Source: an optimization exercise on an open RTL-to-GDS flow (aim: small area, a short achievable clock period and few clock cycles per item). Production flows keep margins and buffers that such runs may drop.
At most, simulation tests tie the RTL to the original design; equivalence was not proved.

==> inputs of job 8607 <==
// solar_load_shift_decision
module solar_load_shift_decision #(
	parameter int HISTORY_DEPTH = slsd_pkg::HISTORY_DEPTH_DEF,
	parameter int RING_TAPS     = slsd_pkg::RING_TAPS_DEF
) (
	input  logic                            clk,
	input  logic                            arst_n,
	input  logic                            wr_en,
	input  logic [slsd_pkg::CFG_IDX_W-1:0]  wr_index,
	input  logic [slsd_pkg::CFG_DATA_W-1:0] wr_data,
	input  logic                            sample_valid,
	output logic                            sample_ready,
	input  logic [slsd_pkg::LOAD_W-1:0]     sample_load_power,
	input  logic [slsd_pkg::SOLAR_W-1:0]    sample_solar_power,
	input  logic [slsd_pkg::DELTA_W-1:0]    sample_solar_energy_delta,
	input  logic [slsd_pkg::HOUR_W-1:0]     sample_hour,
	output logic                            result_valid,
	input  logic                            result_ready,
	output logic                            result_run_loads,
	output logic [slsd_pkg::DEV_W-1:0]      result_plug_count,
	output logic [slsd_pkg::EST_W-1:0]      result_solar_estimate
);
Settings: LEC_CHECK=0, CAP_MARGIN=20, CORE_MARGIN=2, CORE_UTILIZATION=55, SETUP_SLACK_MARGIN=4.5, SLEW_MARGIN=20, SYNTH_MEMORY_MAX_BITS=8192; clock period 7.5 ns.
standard.sh (not shown) runs the stock make flow with config.mk's settings and CLKGATE_MAP_FILE= SYNTH_SCRIPT=/design/flow/synth_recipe.tcl, a recipe that flattens the netlist after the stock synthesis.
==> flow/flow/run.sh <==
#!/bin/bash
# The standard layout (standard.sh, its synthesis unchanged) with these settings changed:
# - the port buffers are sky130_fd_sc_hd__buf_4 instead of the delay buffer buffer_ports picks
#   by itself (every port still gets its own buffer);
# - timing repair may resize cells across footprints;
# - clock tree synthesis clusters up to 25 sinks within 80 um per leaf buffer and inserts no
#   dummy loads (the tree is still one balanced tree from the clock port).
# Every tool's output goes to orfs/logs/ as usual; make's own output goes to flow.log here.
set -euo pipefail
bash standard.sh \
	"BUFFER_PORTS_ARGS=-buffer_cell sky130_fd_sc_hd__buf_4" \
	MATCH_CELL_FOOTPRINT=0 \
	"CTS_ARGS=-sink_clustering_enable -repair_clock_nets -dont_use_dummy_load -sink_clustering_size 25 -sink_clustering_max_diameter 80" \
	finish > flow.log 2>&1
==> job 4330 (differences from job 8607) <==
--- a/flow/design.v
+++ b/flow/design.v
@@ -311,21 +311,20 @@
 		.tap   (tap_q),
 		.rtap  (rtap),
 		.wdata (delta1),
 		.rdata (ring_old)
 	);
-	localparam int DDC_W = DD6_W - 1;
-	logic [DDC_W-1:0] ddu1, ddw1;
+	logic [DD6_W-1:0] dd1;
 	always_comb begin
-		logic [DDC_W-1:0] x, y, z, w;
-		x = DDC_W'(delta1) << 2;
-		y = DDC_W'(delta1) << 1;
-		z = ~old6_1;
-		ddu1 = x ^ y ^ z;
+		logic [DD6_W-1:0] x, y, z, u, w;
+		x = DD6_W'(delta1) << 2;
+		y = DD6_W'(delta1) << 1;
+		z = ~(DD6_W'(old6_1));
+		u = x ^ y ^ z;
 		w = ((x & y) | (x & z) | (y & z)) << 1;
 		w[0] = 1'b1;
-		ddw1 = w;
+		dd1 = u + w;
 	end
 	logic [Z_W-1:0] rows [NDIG];
 	always_comb begin
 		logic [Z_W-1:0] row;
 		for (int k = 0; k < NDIG; k++) begin
@@ -346,103 +345,80 @@
 	logic [Z_W-1:0] sa, ca, sb, cb, sc, cc, pc1, ps1;
 	assign {ca, sa}   = csa(rows[0], rows[1], rows[2]);
 	assign {cb, sb}   = csa(rows[3], rows[4], rows[5]);
 	assign {cc, sc}   = csa(sa, ca, sb);
 	assign {pc1, ps1} = csa(sc, cc, cb);
-	logic [12:0] rem1;    
-	logic [1:0]  q1;
+	logic [10:0] rem1;    
+	logic [3:0]  q1;
 	always_comb begin
 		logic [DR_W-1:0] r;
 		r = DR_W'(y1);
-		{q1, r} = div4(r, 6);
-		rem1 = r[12:0];
+		{q1[3:2], r} = div4(r, 6);
+		{q1[1:0], r} = div4(r, 4);
+		rem1 = r[10:0];
 	end
 	logic [Z_W-1:0]    pc2, ps2;
-	logic [DDC_W-1:0]  ddu2, ddw2;
+	logic [DD6_W-1:0]  dd2;
 	logic [FILL_W+2:0] fill6_2;
 	logic              few2;
-	logic [12:0]       rem2;
-	logic [1:0]        q2;
+	logic [10:0]       rem2;
+	logic [3:0]        q2;
 	logic              above2, boost2, cheap2, surplus2;
 	always_ff @(posedge clk) begin
 		pc2      <= pc1;
 		ps2      <= ps1;
-		ddu2     <= v1_q ? ddu1 : '1;
-		ddw2     <= v1_q ? ddw1 : DDC_W'(1);
+		dd2      <= dd1;
 		fill6_2  <= (FILL_W+3)'(fill1) * (FILL_W+3)'(6);
 		few2     <= fill1 < FILL_W'(slsd_pkg::MIN_FILL);
 		rem2     <= rem1;
 		q2       <= q1;
 		above2   <= above1;
 		boost2   <= boost1;
 		cheap2   <= cheap1;
 		surplus2 <= surplus1;
 	end
-	function automatic logic [2*Z_W-1:0] csa3(input logic [Z_W-1:0] x, y, z);
-		logic [Z_W-1:0] c;
-		c = ((x & y) | (x & z) | (y & z)) << 1;
-		csa3 = {c, x ^ y ^ z};
-	endfunction
-	logic [Z_W-1:0] sa_q, sb_q;
-	logic [Z_W-1:0] ddu2x, ddw2x, sa_p, sb_p, sa_n, sb_n;
-	assign ddu2x = {{(Z_W-DDC_W){1'b1}}, ddu2};
-	assign ddw2x = Z_W'(ddw2);
-	assign {sb_p, sa_p} = csa3(sa_q, sb_q, ddu2x);
-	assign {sb_n, sa_n} = csa3(sa_p, sb_p, ddw2x);
+	logic [S6_W-1:0] s6_q;
 	always_ff @(posedge clk or negedge arst_n) begin
 		if (!arst_n) begin
-			sa_q <= '0;
-			sb_q <= '0;
+			s6_q <= '0;
 		end else begin
-			sa_q <= sa_n;
-			sb_q <= sb_n;
+			s6_q <= s6_q + (v2_q ? {{(S6_W-DD6_W){dd2[DD6_W-1]}}, dd2} : '0);
 		end
 	end
-	logic [Z_W-1:0] u2, w2, ua, wa;
+	logic [Z_W-1:0] u2, w2;
 	logic           rise2;
 	always_comb begin
-		{wa, ua} = csa3(sa_q, sb_q, ~pc2);
-		{w2, u2} = csa3(ua, wa, ~ps2);
+		logic [Z_W-1:0] x, y, z;
+		x = Z_W'(s6_q);
+		y = ~pc2;
+		z = ~ps2;
+		u2 = x ^ y ^ z;
+		w2 = ((x & y) | (x & z) | (y & z)) << 1;
 		w2[0] = 1'b1;
 	end
 	assign rise2 = u2[Z_W-1] ^ w2[Z_W-1] ^ (u2[Z_W-2:0] >= ~w2[Z_W-2:0]);
-	logic [Z_W-1:0] ul2, wl2;
-	logic           sum_low2;
-	assign {wl2, ul2} = csa3(sa_q, sb_q, ~(Z_W'(fill6_2)));
-	assign sum_low2 = ul2[Z_W-1] ^ wl2[Z_W-1] ^ (ul2[Z_W-2:0] > ~wl2[Z_W-2:0]);
-	logic [8:0] rem2n;    
-	logic [5:0] q2n;
+	logic [slsd_pkg::DEV_W-1:0] quot2;
 	always_comb begin
 		logic [DR_W-1:0] r;
 		r = DR_W'(rem2);
-		q2n[5:4] = q2;
-		{q2n[3:2], r} = div4(r, 4);
-		{q2n[1:0], r} = div4(r, 2);
-		rem2n = r[8:0];
+		quot2[7:4] = q2;
+		{quot2[3:2], r} = div4(r, 2);
+		{quot2[1:0], r} = div4(r, 0);
 	end
 	logic             rise3, few3, sum_low3;
-	logic [8:0]       rem3;
-	logic [5:0]       q3;
+	logic [slsd_pkg::DEV_W-1:0] quot3;
 	logic             above3, boost3, cheap3, surplus3;
 	always_ff @(posedge clk) begin
 		rise3    <= rise2;
 		few3     <= few2;
-		sum_low3 <= sum_low2;
-		rem3     <= rem2n;
-		q3       <= q2n;
+		sum_low3 <= s6_q <= S6_W'(fill6_2);
+		quot3    <= quot2;
 		above3   <= above2;
 		boost3   <= boost2;
 		cheap3   <= cheap2;
 		surplus3 <= surplus2;
 	end
-	logic [slsd_pkg::DEV_W-1:0] quot3;
-	always_comb begin
-		logic [DR_W-1:0] r;
-		r = DR_W'(rem3);
-		quot3[7:2] = q3;
-		{quot3[1:0], r} = div4(r, 0);
-	end
 	logic                       run3;
 	logic [slsd_pkg::EST_W-1:0] est3;
 	slsd_decide u_decide (
 		.above      (above3),
 		.boost      (boost3),
- CORE_UTILIZATION: 55 -> 62
- SETUP_SLACK_MARGIN: 4.5 -> 4.6
==> impl_metrics.env <==
export IMPL_cap_viol_max_count=1
export IMPL_netlist_area_sq_um=178000
export IMPL_so_faults="capacitance limit, slew limit"
export IMPL_status="finished with violations"
export IMPL_final_max_slew_viol_count=2
Source of the figures above: job 8607

==> impl_metrics.env <==
export IMPL_synth_ff_type="dfxtp_1"
export IMPL_grt_busiest_layer="met1"
export IMPL_p_switching_uw=14800
export IMPL_status="no timing/DRC/antenna violations"
export IMPL_layout_common_cells="dfxtp_1, nand2_1, inv_1"
export IMPL_cap_viol_max_count=0
export IMPL_start_util_pct=62.4
export IMPL_largest_reg_flops=7200
Source of the figures above: job 4330

Testbench counts of job 4330, summed over its fixed seeds: cycles 9,235, items 9,000.
No functional check of the RTL was part of job 8607.

[port drivers added, routing unchanged]
The results above use ideal ports. As a check the final layouts listed here were re-extracted and re-timed, cells and wires unchanged.
Step 1 assumes that a clkbuf_16 drives the clock port and a buf_2 every other input.
Step 2 times the ports against the registers' clock, not the clock port: input delays grow and output delays shrink by t, the midpoint of the rising clock arrivals with the driver on.
a / b / c = ideal / step 1 / step 2; a / b = the first two.
run	t (ns)	setup WS [ns]	hold slack, ns	pins driven straight from the clock port
job 8607	0.972	4.220 / 4.220 / 3.542	0.288 / 0.288 / 0.288	1
job 4330	0.978	4.345 / 4.345 / 3.665	0.258 / 0.258 / 0.258	1
The setup slack of job 4330, which loses most, moves by 0.000 ns with the drivers and by -0.680 ns with both steps.
